What follows belongs to an exercise in optimizing a design on an open flow for small area, a short achievable clock period and few clock cycles per item; a production flow would make more cautious choices.
At most, simulation tests tie the RTL to the original design; equivalence was not proved.
Only the layout flow was run in runs 1 and 2; the RTL was not checked for function there.

File: run.sh
#!/bin/bash
# synth_recipe.tcl (not shown) runs the flow's synth.tcl, then flattens the netlist and writes it again
# the make line also repeats each setting of config.mk as NAME=value (left out here)
make -C /OpenROAD-flow-scripts/flow DESIGN_CONFIG=/design/flow/config.mk WORK_HOME=/design/flow/orfs CLKGATE_MAP_FILE= SYNTH_SCRIPT=/design/flow/synth_recipe.tcl finish
File: config.mk
export PLATFORM = sky130hd
export DESIGN_NAME = point_in_polygon_crossing_test
export DESIGN_NICKNAME = point_in_polygon_crossing_test
export VERILOG_FILES = /design/flow/design.v
export SDC_FILE = /design/flow/constraint.sdc
export NUM_CORES = 4
export LEC_CHECK = 0
export CAP_MARGIN = 20
export CORE_MARGIN = 2
export CORE_UTILIZATION = 40
export SETUP_SLACK_MARGIN = 5
export SLEW_MARGIN = 20
File: constraint.sdc
create_clock -name core_clock -period 10.0 [get_ports {i_clk}]
set_input_delay 2.0000 -clock core_clock [delete_from_list [all_inputs] [get_ports {i_clk}]]
set_output_delay 2.0000 -clock core_clock [all_outputs]
set_load 0.01 [all_outputs]
File: design.v
package pip_pkg;
    localparam int COORD_BITS_DEFAULT  = 16;
    localparam int QUEUE_DEPTH_DEFAULT = 4;
    typedef enum logic {
        CFG_QUERY_X = 1'b0,
        CFG_QUERY_Y = 1'b1
    } t_cfg_idx;
    typedef struct packed {
        logic [15:0] nu;     
        logic [3:0]  eu;     
        logic        su;     
        logic [15:0] nv;     
        logic [3:0]  ev;     
        logic        pv;     
    } t_vtx;
endpackage
module pip_front (
    input  logic [15:0]   i_x,
    input  logic [15:0]   i_y,
    input  logic [15:0]   i_qx,
    input  logic [15:0]   i_qy,
    output pip_pkg::t_vtx o_vtx
);
    logic [16:0] du;
    logic [16:0] dv;
    logic [15:0] mu;
    logic [15:0] mv;
    logic [19:0] nu;
    logic [19:0] nv;
    function automatic logic [19:0] norm(input logic [15:0] m);
        logic [15:0] t;
        logic [3:0]  e;
        t = m;
        e = 4'd15;
        if (t[15:8] == '0) begin t = {t[7:0], 8'b0};  e[3] = 1'b0; end
        if (t[15:12] == '0) begin t = {t[11:0], 4'b0}; e[2] = 1'b0; end
        if (t[15:14] == '0) begin t = {t[13:0], 2'b0}; e[1] = 1'b0; end
        if (t[15] == 1'b0) begin t = {t[14:0], 1'b0}; e[0] = 1'b0; end
        norm = {t, e};
    endfunction
    assign du = {i_x[15], i_x} - {i_qx[15], i_qx};
    assign dv = {i_y[15], i_y} - {i_qy[15], i_qy};
    assign mu = du[16] ? 16'(-du) : du[15:0];
    assign mv = dv[16] ? 16'(-dv) : dv[15:0];
    assign nu       = norm(mu);
    assign nv       = norm(mv);
    assign o_vtx.nu = nu[19:4];
    assign o_vtx.eu = nu[3:0];
    assign o_vtx.nv = nv[19:4];
    assign o_vtx.ev = nv[3:0];
    assign o_vtx.su = du[16];
    assign o_vtx.pv = !dv[16] && (dv != '0);
endmodule
module pip_queue #(
    parameter int DEPTH = pip_pkg::QUEUE_DEPTH_DEFAULT
) (
    input  logic i_clk,
    input  logic i_rst_n,
    input  logic i_push,
    input  logic i_data,
    output logic o_valid,
    input  logic i_pop,
    output logic o_data
);
    localparam int PTR_BITS = $clog2(DEPTH);
    logic [DEPTH-1:0]    r_mem;
    logic [PTR_BITS-1:0] r_wr_ptr;
    logic [PTR_BITS-1:0] r_rd_ptr;
    logic [PTR_BITS:0]   r_count;
    logic                rd_en;
    assign o_valid = (r_count != '0);
    assign o_data  = r_mem[r_rd_ptr];
    assign rd_en   = i_pop && o_valid;
    always_ff @(posedge i_clk) begin
        if (!i_rst_n) begin
            r_wr_ptr <= '0;
            r_rd_ptr <= '0;
            r_count  <= '0;
        end else begin
            if (i_push) r_wr_ptr <= r_wr_ptr + 1'b1;
            if (rd_en)  r_rd_ptr <= r_rd_ptr + 1'b1;
            if (i_push && !rd_en) begin
                r_count <= r_count + 1'b1;
            end else if (rd_en && !i_push) begin
                r_count <= r_count - 1'b1;
            end
        end
    end
    always_ff @(posedge i_clk) begin
        if (i_push) r_mem[r_wr_ptr] <= i_data;
    end
endmodule
module pip_back #(
    parameter int M = 7
) (
    input  logic          i_clk,
    input  logic          i_rst_n,
    input  logic          i_en,
    input  pip_pkg::t_vtx i_p1,
    input  pip_pkg::t_vtx i_p2,
    output logic          o_toggle,
    output logic          o_hold
);
    localparam int TOL = (1 << (M + 1)) - 1;
    logic [15:0]          a;
    logic [15:0]          b;
    logic [15:0]          c;
    logic [15:0]          d;
    logic                 pu1;
    logic                 pu2;
    logic                 su1;
    logic                 su2;
    logic                 straddle;
    logic                 rise;
    logic                 zp;
    logic                 zq;
    logic                 need;
    logic [4:0]           sp;
    logic [4:0]           sq;
    logic signed [5:0]    ex;
    logic                 e_gt;
    logic                 e_lt;
    logic                 e_p1;
    logic                 e_m1;
    logic [M-1:0]         ma;
    logic [M-1:0]         mb;
    logic [M-1:0]         mc;
    logic [M-1:0]         md;
    logic                 inx_p;
    logic                 inx_q;
    logic [2*M-1:0]       xp;
    logic [2*M-1:0]       yq;
    logic [2*M:0]         xs;
    logic [2*M:0]         ys;
    logic [2*M:0]         txs;
    logic [2*M:0]         tys;
    logic signed [2*M+2:0] dif;
    logic signed [2*M+2:0] stx;
    logic signed [2*M+2:0] sty;
    logic                 a_gt;
    logic                 a_lt;
    logic                 a_eq;
    logic                 decided;
    logic                 gt;
    logic                 lt;
    logic                 r_busy;
    logic                 r_done;
    logic [3:0]           r_cnt;
    logic signed [19:0]   r_acc;
    logic                 r_stk;
    logic signed [19:0]   add_a;
    logic signed [19:0]   add_c;
    logic signed [19:0]   sum;
    assign a   = i_p1.nu;
    assign b   = i_p2.nv;
    assign c   = i_p2.nu;
    assign d   = i_p1.nv;
    assign su1 = i_p1.su;
    assign su2 = i_p2.su;
    assign pu1 = !i_p1.su && i_p1.nu[15];
    assign pu2 = !i_p2.su && i_p2.nu[15];
    assign straddle = i_p1.pv != i_p2.pv;
    assign rise     = i_p2.pv;
    assign zp  = !a[15] || !b[15];
    assign zq  = !c[15] || !d[15];
    assign need = straddle && !zp && !zq &&
                  (rise ? (pu1 ? su2 : !su2) : (pu2 ? su1 : !su1));
    assign sp   = {1'b0, i_p1.eu} + {1'b0, i_p2.ev};
    assign sq   = {1'b0, i_p2.eu} + {1'b0, i_p1.ev};
    assign ex   = {1'b0, sp} - {1'b0, sq};
    assign e_gt = ex > 6'sd1;
    assign e_lt = ex < -6'sd1;
    assign e_p1 = ex == 6'sd1;
    assign e_m1 = ex == -6'sd1;
    assign ma    = a[15:16-M];
    assign mb    = b[15:16-M];
    assign mc    = c[15:16-M];
    assign md    = d[15:16-M];
    assign inx_p = (a[15-M:0] != '0) || (b[15-M:0] != '0);
    assign inx_q = (c[15-M:0] != '0) || (d[15-M:0] != '0);
    assign xp    = ma * mb;
    assign yq    = mc * md;
    assign xs    = e_p1 ? {xp, 1'b0} : {1'b0, xp};
    assign ys    = e_m1 ? {yq, 1'b0} : {1'b0, yq};
    assign txs   = inx_p ? (e_p1 ? (2*M+1)'(2 * TOL) : (2*M+1)'(TOL)) : '0;
    assign tys   = inx_q ? (e_m1 ? (2*M+1)'(2 * TOL) : (2*M+1)'(TOL)) : '0;
    assign dif   = {2'b0, xs} - {2'b0, ys};
    assign stx   = {2'b0, txs};
    assign sty   = {2'b0, tys};
    assign a_gt  = dif > sty;
    assign a_lt  = -dif > stx;
    assign a_eq  = !inx_p && !inx_q && (dif == '0);
    assign decided = e_gt || e_lt || a_gt || a_lt || a_eq;
    assign o_hold  = i_en && need && !decided && !r_done;
    always_comb begin
        if (zp || zq) begin
            gt = !zp;
            lt = !zq;
        end else if (r_done) begin
            gt = !r_acc[19] && ((r_acc != '0) || r_stk);
            lt = r_acc[19];
        end else begin
            gt = e_gt || (!e_lt && a_gt);
            lt = e_lt || (!e_gt && a_lt);
        end
    end
    always_comb begin
        if (!straddle) begin
            o_toggle = 1'b0;
        end else if (rise) begin
            o_toggle = pu1 ? (!su2 || gt) : (!su2 && lt);
        end else begin
            o_toggle = pu2 ? (!su1 || lt) : (!su1 && gt);
        end
    end
    assign add_a = b[r_cnt] ? 20'(e_p1 ? {a, 1'b0} : {1'b0, a}) : '0;
    assign add_c = d[r_cnt] ? 20'(e_m1 ? {c, 1'b0} : {1'b0, c}) : '0;
    assign sum   = r_acc + add_a - add_c;
    always_ff @(posedge i_clk) begin
        if (!i_rst_n) begin
            r_busy <= 1'b0;
            r_done <= 1'b0;
        end else if (r_busy) begin
            if (r_cnt == 4'd15) begin
                r_busy <= 1'b0;
                r_done <= 1'b1;
            end
        end else begin
            r_busy <= o_hold;
            r_done <= 1'b0;
        end
    end
    always_ff @(posedge i_clk) begin
        if (r_busy) begin
            r_acc <= sum >>> 1;
            r_stk <= r_stk || sum[0];
            r_cnt <= r_cnt + 1'b1;
        end else begin
            r_acc <= '0;
            r_stk <= 1'b0;
            r_cnt <= 4'd0;
        end
    end
endmodule
module point_in_polygon_crossing_test #(
    parameter int COORD_BITS  = pip_pkg::COORD_BITS_DEFAULT,
    parameter int QUEUE_DEPTH = pip_pkg::QUEUE_DEPTH_DEFAULT
) (
    input  logic                  i_clk,
    input  logic                  i_rst_n,
    input  logic                  i_cfg_we,
    input  logic                  i_cfg_idx,
    input  logic [COORD_BITS-1:0] i_cfg_data,
    input  logic                  i_valid,
    output logic                  o_ready,
    input  logic [COORD_BITS-1:0] i_vertex_x,
    input  logic [COORD_BITS-1:0] i_vertex_y,
    input  logic                  i_last_vertex,
    output logic                  o_valid,
    input  logic                  i_ready,
    output logic                  o_inside_res
);
    localparam int OWE_BITS = $clog2(QUEUE_DEPTH + 1);
    logic [COORD_BITS-1:0] r_query_x;
    logic [COORD_BITS-1:0] r_query_y;
    logic                  r_ready;
    logic                  accept;
    logic                  r_open;
    logic [OWE_BITS-1:0]   r_owed;
    logic [OWE_BITS-1:0]   n_owed;
    logic                  pop;
    logic                  r_skid_v;
    logic [COORD_BITS-1:0] r_skid_x;
    logic [COORD_BITS-1:0] r_skid_y;
    logic                  r_skid_first;
    logic                  r_skid_last;
    logic                  hold;
    logic                  adv;
    logic [COORD_BITS-1:0] f_x;
    logic [COORD_BITS-1:0] f_y;
    logic                  f_v;
    logic                  f_first;
    logic                  f_last;
    pip_pkg::t_vtx         in_vtx;
    logic                  r_cur_v;
    logic                  r_cur_first;
    logic                  r_cur_last;
    pip_pkg::t_vtx         r_cur;
    pip_pkg::t_vtx         r_prev;
    pip_pkg::t_vtx         r_first;
    logic                  r_close;
    pip_pkg::t_vtx         e_p2;
    logic                  edge_en;
    logic                  toggle;
    logic                  r_parity;
    always_ff @(posedge i_clk) begin
        if (!i_rst_n) begin
            r_query_x <= '0;
            r_query_y <= '0;
        end else if (i_cfg_we) begin
            case (i_cfg_idx)
                pip_pkg::CFG_QUERY_X: r_query_x <= i_cfg_data;
                pip_pkg::CFG_QUERY_Y: r_query_y <= i_cfg_data;
                default: ;
            endcase
        end
    end
    assign o_ready = r_ready;
    assign accept  = i_valid && r_ready;
    assign pop     = o_valid && i_ready;
    assign n_owed  = r_owed + OWE_BITS'(accept && i_last_vertex) - OWE_BITS'(pop);
    assign adv     = !hold;
    always_ff @(posedge i_clk) begin
        if (!i_rst_n) begin
            r_ready <= 1'b1;
            r_owed  <= '0;
            r_open  <= 1'b0;
        end else begin
            r_ready <= (n_owed < OWE_BITS'(QUEUE_DEPTH)) && !hold;
            r_owed  <= n_owed;
            if (accept) r_open <= !i_last_vertex;
        end
    end
    always_ff @(posedge i_clk) begin
        if (!i_rst_n) begin
            r_skid_v <= 1'b0;
        end else if (adv) begin
            r_skid_v <= 1'b0;
        end else if (accept) begin
            r_skid_v <= 1'b1;
        end
    end
    always_ff @(posedge i_clk) begin
        if (!adv && accept) begin
            r_skid_x     <= i_vertex_x;
            r_skid_y     <= i_vertex_y;
            r_skid_first <= !r_open;
            r_skid_last  <= i_last_vertex;
        end
    end
    assign f_x     = r_skid_v ? r_skid_x : i_vertex_x;
    assign f_y     = r_skid_v ? r_skid_y : i_vertex_y;
    assign f_v     = r_skid_v || accept;
    assign f_first = r_skid_v ? r_skid_first : !r_open;
    assign f_last  = r_skid_v ? r_skid_last : i_last_vertex;
    pip_front u_front (
        .i_x   (f_x),
        .i_y   (f_y),
        .i_qx  (r_query_x),
        .i_qy  (r_query_y),
        .o_vtx (in_vtx)
    );
    always_ff @(posedge i_clk) begin
        if (adv) begin
            r_cur       <= in_vtx;
            r_cur_first <= f_first;
            r_cur_last  <= f_last;
        end
    end
    always_ff @(posedge i_clk) begin
        if (!i_rst_n) begin
            r_cur_v <= 1'b0;
            r_close <= 1'b0;
        end else if (adv) begin
            r_cur_v <= f_v;
            r_close <= r_cur_v && r_cur_last;
        end
    end
    always_ff @(posedge i_clk) begin
        if (adv && r_cur_v) begin
            r_prev <= r_cur;
            if (r_cur_first) r_first <= r_cur;
        end
    end
    assign e_p2    = r_close ? r_first : r_cur;
    assign edge_en = r_close || (r_cur_v && !r_cur_first);
    pip_back u_back (
        .i_clk    (i_clk),
        .i_rst_n  (i_rst_n),
        .i_en     (edge_en),
        .i_p1     (r_prev),
        .i_p2     (e_p2),
        .o_toggle (toggle),
        .o_hold   (hold)
    );
    always_ff @(posedge i_clk) begin
        if (!i_rst_n) begin
            r_parity <= 1'b0;
        end else if (adv && edge_en) begin
            r_parity <= r_close ? 1'b0 : (r_parity ^ toggle);
        end
    end
    pip_queue #(
        .DEPTH   (QUEUE_DEPTH)
    ) u_queue (
        .i_clk   (i_clk),
        .i_rst_n (i_rst_n),
        .i_push  (adv && r_close),
        .i_data  (r_parity ^ toggle),
        .o_valid (o_valid),
        .i_pop   (i_ready),
        .o_data  (o_inside_res)
    );
endmodule
==> results.sh, run 1 <==
export IMPL_grt_pass1_wl_mm=91.46
export IMPL_slew_viol_final=0
export IMPL_dieArea_sq_mm=0.05306
export IMPL_clock_latency_ns=0.57
export IMPL_grt_pass1_vias=17270
export IMPL_synth_ff_type="edfxtp_1"
export IMPL_post_synth_num_cell_types=105
export IMPL_outcome="timing/DRC/antenna clean"
export IMPL_utilization_pct=54.44
export IMPL_area_growth_pct=33.81
export IMPL_holdCritPathClass="reg -> reg"
export IMPL_gp_congestion=0.8605
export IMPL_drive_gt1_share_pct=29.46
export IMPL_overflow=0
export IMPL_path_class="reg -> reg"
export IMPL_synth_cells=2155
export IMPL_worst_pin_slew_ns=1.030
export IMPL_fin_crit_sh_pct=81.66
export IMPL_viasPerCell=5.480
export IMPL_final_setup_tns_ns=0
export IMPL_most_common_layout_cells="nand2_1, inv_1, edfxtp_1"
export IMPL_period_minus_slack_ns=8.166
export IMPL_initial_core_util_pct=40.68
export IMPL_rows=82
export IMPL_wirelength_mm=58.82
export IMPL_crit_path_frequent_cell="fa_1"
export IMPL_syn_area_per_cell_sq_um=9.510
export IMPL_place_hpwl_mm=39.63
export IMPL_fin_ws_ns=1.834
export IMPL_final_common_cell="nand2_1"
export IMPL_met2_length_mm=29.13
export IMPL_postRouteAntennaNets=0
export IMPL_synth_edf_count=166
export IMPL_hold_viol_final=0
export IMPL_pre_cts_ws_ns=1.079
export IMPL_nFillCells=4331
export IMPL_async_flop_share_pct=0
export IMPL_placed_cells=2837
export IMPL_track_usage_pct=21.28
export IMPL_critPathArrivalTime_ns=8.65
export IMPL_drc=0
export IMPL_rsz0062_at_grt="true"
export IMPL_final_area_sq_mm=0.02742
export IMPL_die_x_um=230.4
export IMPL_setup_worst_path_start_class="flip-flop"
export IMPL_nets=2742
export IMPL_clkSlewWorstSetupHoldPaths_ns=0.06
export IMPL_clock_sinks=240
export IMPL_crit_slowest_cell="fa_1"
export IMPL_cp_required_ns=10.49
export IMPL_cts_made_buffers=28
export IMPL_maxCapViolations=0
export IMPL_drt_met1_wl_mm=24.29
export IMPL_yosys_warnings=4
export IMPL_grt_max_degree=47
export IMPL_holdWs_ns=0.4562
export IMPL_finalClockSkew_ns=0.02149
export IMPL_syn_area_sq_mm=0.02049
export IMPL_cts_buffer_depth=3
export IMPL_port_buffers=57
export IMPL_top_layer_used="met5"
export IMPL_multi_input_area_sq_mm=0.01525
export IMPL_synth_yosys_seq_area_share_pct=31.55
export IMPL_crit_path_max_fanout=8
export IMPL_setup_viol_count_final=0
export IMPL_num_io_pins=58
export IMPL_wl_met3_mm=2.531
export IMPL_num_vias=17200
export IMPL_endpoint_kind="flip-flop"
export IMPL_slew_headroom_pct=31.25
export IMPL_fin_cells=3138
export IMPL_cts_max_level=1
export IMPL_regArea_sq_mm=0.006471
export IMPL_cts_tree="yes"
export IMPL_core_area_sq_mm=0.05038
export IMPL_wl_per_cell_um=18.74
export IMPL_cts_root_buffer="clkbuf_16"
export IMPL_first_iter_violations=1051
export IMPL_placed_cell_area_sq_mm=0.02233
export IMPL_ys_seq_elements=240
export IMPL_max_stage_delay_ns=0.54
export IMPL_synth_nets=2455
export IMPL_max_clock_freq_mhz=122.5
export IMPL_chipHeight_um=230.4
export IMPL_drt_first_pass_iters=5
export IMPL_antenna_found_initial=3
metal layers:
layer | track usage, % | vias up
li1 | - | 8272
met1 | 26.05 | 8359
met2 | 37.42 | 429
met3 | 2.767 | 134
met4 | 9.375 | 2
met5 | 0 | -
worst max-delay path: cells and delay by family, from the launching register on:
kind                       cells  cell delay (ns)
AOI/OAI and AO/OA              9             1.46
and+or+nand+nor                7             1.35
adders and majority gates      9             3.21
DFF                            1             0.42
xor gates and xnor gates       3             0.73
muxes                          2             0.33
buffers and inverters          6             0.54
synthesized netlist by cell type, drive strengths merged, types with 9 or more instances:
cell | instances | area, sq um
edfxtp | 166 | 4985
or2 | 12 | 75.07
xnor2 | 70 | 613.1
o211ai | 16 | 125.1
a21boi | 9 | 86.34
nand2 | 225 | 847.1
or3 | 22 | 137.6
nor4 | 22 | 143.9
o21ai | 75 | 390.4
mux2 | 62 | 698.2
fa | 78 | 1562
a211oi | 22 | 177.7
nor2b | 59 | 369.1
dfxtp | 74 | 1481
clkbuf | 43 | 162.7
a31oi | 13 | 81.33
mux2i | 70 | 700.7
o21bai | 11 | 82.58
o21a | 21 | 157.7
inv | 210 | 788.3
nor3 | 32 | 171.4
nand4 | 14 | 87.58
ha | 167 | 2090
a2111oi | 9 | 97.59
buf | 25 | 156.4
nor3b | 12 | 90.09
a21oi | 129 | 649.4
xor2 | 40 | 350.3
nor2 | 123 | 469.2
a21o | 50 | 375.4
and3 | 16 | 100.1
mux4 | 14 | 315.3
nand2b | 22 | 137.6
and2 | 69 | 431.7
nand3 | 38 | 190.2
nor4b | 9 | 85.08
path summary, 6_finish.rpt:
check | slack, ns | cells after the start | from | end
min | 0.46 | 2 | r_query_y[11]$_SDFFE_PN0P_ | r_query_y[11]$_SDFFE_PN0P_
min reg2reg | 0.46 | 2 | r_query_y[11]$_SDFFE_PN0P_ | r_query_y[11]$_SDFFE_PN0P_
max | 1.83 | 36 | r_close$_SDFFE_PN0N_ | u_queue.r_count[2]$_SDFFE_PN0P_
max reg2reg | 1.83 | 36 | r_close$_SDFFE_PN0N_ | u_queue.r_count[2]$_SDFFE_PN0P_
registers in the layout, summed over array words and instances, names as in the netlist, 4 cells and up:
register	flops
r_skid_y	16
r_cur	42
r_first	42
r_query_y	16
u_back.r_acc	19
r_query_x	16
u_queue.r_mem	4
r_prev	42
r_skid_x	16
u_back.r_cnt	4
kinds of logic after synthesis:
logic type,after synthesis,share of synthesized area (%)
flops,240,31.55
compound gates,442,15.06
mux,146,8.364
buf+inv,279,5.421
fa+ha+maj,245,17.81
simple gates,693,17.09
xor+xnor,110,4.701
repair_timing:
item	CTS	global route
buffers inserted	178	48
endpoints found under the setup margin	241	241
resized for setup	290	157
cloned	21	0
hold buffers	0	0
pin swaps	130	84
cell type report:
class	count	share of cell area (%)
multi-input cells	1648	55.60
inverters	211	2.993
diodes	2	0.01825
clock inverters	19	0.4608
well taps	672	3.066
flip-flops and latches	240	23.60
clock buffers	33	2.815
repair buffers	313	11.45
==> run 2, diff against run 1 <==
--- a/config.mk
+++ b/config.mk
@@ -8,5 +8,5 @@
 export CAP_MARGIN = 20
 export CORE_MARGIN = 2
 export CORE_UTILIZATION = 40
-export SETUP_SLACK_MARGIN = 5
+export SETUP_SLACK_MARGIN = 3
 export SLEW_MARGIN = 20
==> results.sh, run 2 <==
export IMPL_multi_input_area_sq_mm=0.01411
export IMPL_hold_viol_final=0
export IMPL_path_class="reg -> reg"
export IMPL_setup_worst_path_start_class="flip-flop"
export IMPL_area_growth_pct=22.79
export IMPL_cts_buffer_depth=3
export IMPL_async_flop_share_pct=0
export IMPL_synth_yosys_seq_area_share_pct=31.55
export IMPL_num_io_pins=58
export IMPL_holdCritPathClass="reg -> reg"
export IMPL_cts_root_buffer="clkbuf_16"
export IMPL_rows=82
export IMPL_wirelength_mm=54.82
export IMPL_most_common_layout_cells="nand2_1, inv_1, edfxtp_1"
export IMPL_place_hpwl_mm=39.38
export IMPL_post_synth_num_cell_types=105
export IMPL_synth_ff_type="edfxtp_1"
export IMPL_final_common_cell="nand2_1"
export IMPL_placed_cells=2833
export IMPL_port_buffers=57
export IMPL_reg2reg_depth=39
export IMPL_clock_latency_ns=0.56
export IMPL_synth_nets=2455
export IMPL_synth_edf_count=166
export IMPL_track_usage_pct=20.02
export IMPL_setup_viol_count_final=0
export IMPL_crit_slowest_cell="fa_1"
export IMPL_yosysTopAreaCell="edfxtp_1"
export IMPL_synth_cells=2155
export IMPL_slew_viol_final=0
export IMPL_grt_max_degree=47
export IMPL_gp_congestion=0.8484
export IMPL_nFillCells=4547
export IMPL_dieArea_sq_mm=0.05306
export IMPL_max_stage_delay_ns=0.55
export IMPL_yosys_warnings=4
export IMPL_hold_depth=2
export IMPL_cts_max_level=1
export IMPL_overflow=0
export IMPL_finalClockSkew_ns=0.01112
export IMPL_synth_top_cells_by_area="edfxtp_1, ha_1, fa_1"
export IMPL_first_iter_violations=956
export IMPL_wl_per_cell_um=18.11
export IMPL_outcome="timing/DRC/antenna clean"
export IMPL_die_x_um=230.4
export IMPL_fin_cells=3026
export IMPL_rsz0062_at_grt="true"
export IMPL_cts_tree="yes"
export IMPL_slew_headroom_pct=28.26
export IMPL_clock_sinks=240
export IMPL_cts_made_buffers=29
export IMPL_core_area_sq_mm=0.05038
export IMPL_postRouteAntennaNets=0
export IMPL_fin_ws_ns=1.858
export IMPL_crit_path_max_fanout=5
export IMPL_crit_path_frequent_cell="fa_1"
export IMPL_syn_area_sq_mm=0.02049
export IMPL_fin_crit_sh_pct=81.43
export IMPL_drt_first_pass_iters=5
export IMPL_regArea_sq_mm=0.006470
export IMPL_cp_required_ns=10.48
export IMPL_endpoint_kind="flip-flop"
export IMPL_yosysMostFrequentCell="nand2_1"
export IMPL_initial_core_util_pct=40.68
export IMPL_grt_pass1_wl_mm=86.50
export IMPL_reg_top3="r_cur (42), r_first (42), r_prev (42)"
export IMPL_critPathArrivalTime_ns=8.62
export IMPL_syn_area_per_cell_sq_um=9.510
export IMPL_grt_pass1_vias=16440
export IMPL_antenna_found_initial=3
export IMPL_viasPerCell=5.474
export IMPL_synthTopCellsByCount="nand2_1, inv_1, ha_1"
export IMPL_chipHeight_um=230.4
export IMPL_maxCapViolations=0
export IMPL_cts_hold_buf=0
export IMPL_final_setup_tns_ns=0
export IMPL_nets=2631
export IMPL_drive_gt1_share_pct=20.82
export IMPL_drc=0
export IMPL_worst_pin_slew_ns=1.068
export IMPL_clkSlewWorstSetupHoldPaths_ns=0.07
export IMPL_synth_top_area_share_pct=24.32
export IMPL_pre_cts_ws_ns=0.5697
export IMPL_num_vias=16560
export IMPL_ys_seq_elements=240
export IMPL_max_clock_freq_mhz=122.8
export IMPL_period_minus_slack_ns=8.143
==> run 2: cell counts after synthesis <==
No cell type changed its count.
==> run 2: timing repair <==
action | in CTS | in global routing
endpoints found under the hold margin | 0 | 0
gates cloned | 12 | 4
pin swaps | 53 | 61
setup buffers | 77 | 45
setup endpoints to repair | 212 | 218
gates resized for setup | 111 | 116
==> run 2: final timing paths <==
path	start	to	slack, ns
worst max-delay path	r_close$_SDFFE_PN0N_	u_queue.r_count[2]$_SDFFE_PN0P_	1.86
worst min-delay path	r_query_y[10]$_SDFFE_PN0P_	r_query_y[10]$_SDFFE_PN0P_	0.46
worst max register to register	r_close$_SDFFE_PN0N_	u_queue.r_count[2]$_SDFFE_PN0P_	1.86
worst min register to register	r_query_y[10]$_SDFFE_PN0P_	r_query_y[10]$_SDFFE_PN0P_	0.46
==> run 2: cell families after synthesis <==
| group | share of synthesized area [%] |
|---|---|
| flops | 31.55 |
| xor+xnor | 4.701 |
| buf+inv | 5.421 |
| simple gates | 17.09 |
| compound gates | 15.06 |
| mux | 8.364 |
| fa+ha+maj | 17.81 |
==> run 2: per-layer routing <==
layer | track usage [%] | up-vias | wire (um)
li1 | - | 8031 | -
met2 | 34.78 | 389 | 26620
met5 | 0 | - | 26
met1 | 25.10 | 8018 | 23600
met3 | 2.717 | 121 | 2326
met4 | 7.984 | 4 | 2239
==> run 2: cell type report <==
| type | count | share of cell area (%) |
|---|---|---|
| multi-input combinational | 1648 | 56.05 |
| sequential | 240 | 25.71 |
| timing repair buffer | 201 | 7.975 |
| tap | 672 | 3.341 |
| inverter | 211 | 3.157 |
| clock buffer | 33 | 2.943 |
| clock inverter | 20 | 0.8104 |
| antenna | 1 | 0.009944 |
==> run 2: per-stage QoR <==
step	cell area [sq um]	util, %	hold WS [ns]
2_1_floorplan	20890	-	0.4363
3_3_place_gp	21960	43.60	0.4484
3_5_place_dp	21960	43.60	0.4487
4_1_cts	24220	48.08	0.4561
5_1_grt	25160	49.95	0.4793
6_report	25170	49.96	0.4563
==> run 2: worst max-delay path: cells and delay by family, from the launching register on <==
family	cells	cell delay, ns
AO/OA/AOI/OAI	10	1.75
XOR/XNOR	3	0.41
adder cells (fa/ha/maj)	9	3.06
buffers and inverters	7	0.60
flip-flops	1	0.44
multiplexers	2	0.33
AND/OR/NAND/NOR	8	1.44
==> run 3, diff against run 2 <==
--- a/design.v
+++ b/design.v
@@ -146,11 +146,9 @@
     logic                 r_busy;
     logic                 r_done;
     logic [3:0]           r_cnt;
-    logic signed [19:0]   r_acc;
-    logic                 r_stk;
-    logic signed [19:0]   add_a;
-    logic signed [19:0]   add_c;
-    logic signed [19:0]   sum;
+    logic signed [34:0]   r_acc;
+    logic signed [34:0]   add_a;
+    logic signed [34:0]   add_c;
     assign a   = i_p1.nu;
     assign b   = i_p2.nv;
     assign c   = i_p2.nu;
@@ -197,8 +195,8 @@
             gt = !zp;
             lt = !zq;
         end else if (r_done) begin
-            gt = !r_acc[19] && ((r_acc != '0) || r_stk);
-            lt = r_acc[19];
+            gt = !r_acc[34] && (r_acc != '0);
+            lt = r_acc[34];
         end else begin
             gt = e_gt || (!e_lt && a_gt);
             lt = e_lt || (!e_gt && a_lt);
@@ -213,15 +211,14 @@
             o_toggle = pu2 ? (!su1 || lt) : (!su1 && gt);
         end
     end
-    assign add_a = b[r_cnt] ? 20'(e_p1 ? {a, 1'b0} : {1'b0, a}) : '0;
-    assign add_c = d[r_cnt] ? 20'(e_m1 ? {c, 1'b0} : {1'b0, c}) : '0;
-    assign sum   = r_acc + add_a - add_c;
+    assign add_a = b[r_cnt] ? 35'(e_p1 ? {a, 1'b0} : {1'b0, a}) : '0;
+    assign add_c = d[r_cnt] ? 35'(e_m1 ? {c, 1'b0} : {1'b0, c}) : '0;
     always_ff @(posedge i_clk) begin
         if (!i_rst_n) begin
             r_busy <= 1'b0;
             r_done <= 1'b0;
         end else if (r_busy) begin
-            if (r_cnt == 4'd15) begin
+            if (r_cnt == 4'd0) begin
                 r_busy <= 1'b0;
                 r_done <= 1'b1;
             end
@@ -232,13 +229,11 @@
     end
     always_ff @(posedge i_clk) begin
         if (r_busy) begin
-            r_acc <= sum >>> 1;
-            r_stk <= r_stk || sum[0];
-            r_cnt <= r_cnt + 1'b1;
+            r_acc <= (r_acc <<< 1) + add_a - add_c;
+            r_cnt <= r_cnt - 1'b1;
         end else begin
             r_acc <= '0;
-            r_stk <= 1'b0;
-            r_cnt <= 4'd0;
+            r_cnt <= 4'd15;
         end
     end
 endmodule
--- a/config.mk
+++ b/config.mk
@@ -8,5 +8,4 @@
 export CAP_MARGIN = 20
 export CORE_MARGIN = 2
 export CORE_UTILIZATION = 40
-export SETUP_SLACK_MARGIN = 3
 export SLEW_MARGIN = 20
==> results.sh, run 3 <==
export IMPL_crit_path_frequent_cell="a21o_1"
export IMPL_synthTopCellsByCount="nand2_1, inv_1, ha_1"
export IMPL_yosysTopAreaCell="edfxtp_1"
export IMPL_final_setup_tns_ns=0
export IMPL_fin_crit_sh_pct=93.53
export IMPL_yosys_warnings=4
export IMPL_utilization_pct=44.85
export IMPL_maxCapViolations=0
export IMPL_rsz0062_at_grt="false"
export IMPL_multi_input_area_sq_mm=0.01399
export IMPL_reg_top3="r_cur (42), r_first (42), r_prev (42)"
export IMPL_placed_cells=3027
export IMPL_synth_edf_count=166
export IMPL_grt_max_degree=42
export IMPL_clkSlewWorstSetupHoldPaths_ns=0.06
export IMPL_initial_core_util_pct=40.57
export IMPL_critPathArrivalTime_ns=9.83
export IMPL_fin_cells=3082
export IMPL_most_common_layout_cells="nand2_1, inv_1, ha_1"
export IMPL_synth_top_cells_by_area="edfxtp_1, ha_1, dfxtp_1"
export IMPL_async_flop_share_pct=0
export IMPL_syn_area_sq_mm=0.02192
export IMPL_max_stage_delay_ns=0.64
export IMPL_place_hpwl_mm=42.84
export IMPL_die_x_um=238.1
export IMPL_grt_pass1_vias=16890
export IMPL_crit_slowest_cell="dfxtp_4"
export IMPL_holdCritPathClass="reg -> reg"
export IMPL_drt_first_pass_iters=5
export IMPL_core_area_sq_mm=0.05403
export IMPL_gp_congestion=0.8892
export IMPL_dieArea_sq_mm=0.05668
export IMPL_worst_pin_slew_ns=1.014
export IMPL_cts_root_buffer="clkbuf_16"
export IMPL_antenna_found_initial=1
export IMPL_first_iter_violations=1022
export IMPL_clock_latency_ns=0.55
export IMPL_track_usage_pct=18.85
export IMPL_synth_yosys_seq_area_share_pct=30.87
export IMPL_nets=2687
export IMPL_synth_top_area_share_pct=22.74
export IMPL_cts_buffer_depth=3
export IMPL_syn_area_per_cell_sq_um=9.435
export IMPL_post_synth_num_cell_types=111
export IMPL_holdWs_ns=0.4577
export IMPL_path_class="reg -> reg"
export IMPL_hold_viol_final=0
export IMPL_area_growth_pct=10.56
export IMPL_grt_pass1_wl_mm=87.16
export IMPL_wirelength_mm=53.56
export IMPL_drc=0
export IMPL_max_clock_freq_mhz=106.9
export IMPL_slew_viol_final=0
export IMPL_clock_sinks=255
export IMPL_slew_headroom_pct=32.26
export IMPL_finalClockSkew_ns=0.01406
export IMPL_ys_seq_elements=255
export IMPL_chipHeight_um=238.1
export IMPL_viasPerCell=5.466
export IMPL_cts_hold_buf=0
export IMPL_cts_max_level=1
export IMPL_overflow=0
export IMPL_period_minus_slack_ns=9.353
export IMPL_yosysMostFrequentCell="nand2_1"
export IMPL_setup_worst_path_start_class="flip-flop"
export IMPL_drive_gt1_share_pct=8.553
export IMPL_num_vias=16850
export IMPL_port_buffers=57
export IMPL_regArea_sq_mm=0.006770
export IMPL_cts_made_buffers=29
export IMPL_crit_path_max_fanout=28
export IMPL_wl_per_cell_um=17.38
export IMPL_rows=85
export IMPL_postRouteAntennaNets=0
export IMPL_post_cts_buffers=0
export IMPL_num_io_pins=58
export IMPL_setup_viol_count_final=0
export IMPL_synth_cells=2323
export IMPL_endpoint_kind="flip-flop"
export IMPL_cp_required_ns=10.48
export IMPL_nFillCells=5255
export IMPL_synth_nets=2647
export IMPL_outcome="timing/DRC/antenna clean"
export IMPL_cts_tree="yes"
export IMPL_synth_ff_type="edfxtp_1"
export IMPL_final_common_cell="nand2_1"
[run 3: area by class of cell]
class / instances / area share, %
antenna: 1 / 0.01033
clock buffer: 36 / 3.315
clock inverter: 17 / 0.5318
inverter: 227 / 3.516
multi-input combinational: 1764 / 57.74
sequential: 255 / 27.94
tap: 696 / 3.594
timing repair buffer: 86 / 3.356
[run 3: path summary, 6_finish.rpt]
path | startpoint | to | slack, ns | depth (start not counted)
max | r_close$_SDFFE_PN0N_ | u_queue.r_count[2]$_SDFFE_PN0P_ | 0.65 | 34
min | r_query_y[1]$_SDFFE_PN0P_ | r_query_y[1]$_SDFFE_PN0P_ | 0.46 | 2
max reg2reg | r_close$_SDFFE_PN0N_ | u_queue.r_count[2]$_SDFFE_PN0P_ | 0.65 | 34
min reg2reg | r_query_y[1]$_SDFFE_PN0P_ | r_query_y[1]$_SDFFE_PN0P_ | 0.46 | 2
[run 3: worst max-delay path: cells and delay by family, from the launching register on]
family | cells | cell delay [ns]
adders and majority gates | 9 | 3.59
AOI/OAI and AO/OA | 11 | 2.58
muxes | 1 | 0.48
DFF | 1 | 0.64
xor gates and xnor gates | 3 | 0.58
and+or+nand+nor | 6 | 1.15
buffers and inverters | 4 | 0.22
[run 3: what timing repair did]
| action | CTS | global route |
|---|---|---|
| endpoints found under the hold margin | 0 | 0 |
| resized for setup | 0 | 1 |
| setup endpoints to repair | 0 | 1 |
[run 3: per-layer routing]
metal / vias to the layer above / share of wire (%) / GRT usage [%]
met5: - / 0.024 / 0
met4: 2 / 2.1 / 3.996
met3: 64 / 4.6 / 2.800
met2: 340 / 49 / 33.43
met1: 8138 / 44 / 24.31
li1: 8302 / - / -
[run 3: per-stage QoR]
step           setup WS [ns]  area, sq um
6_report              0.6469        24230
2_1_floorplan        0.06534        21970
3_5_place_dp          0.4372        23290
5_1_grt              0.01583        24230
3_3_place_gp          0.6128        23290
4_1_cts               0.4270        24220
[run 3: cells by family (layout without fill, tap and decap cells)]
logic type	after synthesis	count (layout)	synth area share, %
flops	255	255	30.87
other cells	0	1	0
simple gates	736	736	17.35
compound gates	496	496	15.94
buf+inv	304	366	5.475
mux	132	132	7.067
fa+ha+maj	269	269	18.03
xor+xnor	131	131	5.269
Testbench counts of run 3, summed over its fixed seeds: cycles 14,703, vertices 14,293.

[static timing again, ports no longer ideal]
Ports are ideal in the flow. The routed layouts listed here were re-timed in OpenROAD.
Step 1: set_driving_cell puts a clkbuf_16 on i_clk and a buf_2 on each other input, an assumption about the parent block.
Step 2 times the ports against the registers' clock, not the clock port: input delays grow and output delays shrink by t, the midpoint of the rising clock arrivals with the driver on.
a / b / c = ideal ports / drivers / drivers and shift; a / b = the first two.
| run | shift t [ns] | slack for setup (ns) | slew at the worst register clock pin (ns) |
|---|---|---|---|
| run 1 | 0.619 | 1.834 / 1.834 / 1.834 | 0.06 / 0.06 |
| run 2 | 0.609 | 1.858 / 1.858 / 1.858 | 0.07 / 0.07 |
| run 3 | 0.599 | 0.647 / 0.647 / 0.647 | 0.06 / 0.06 |
After both steps every run listed still meets setup and hold.
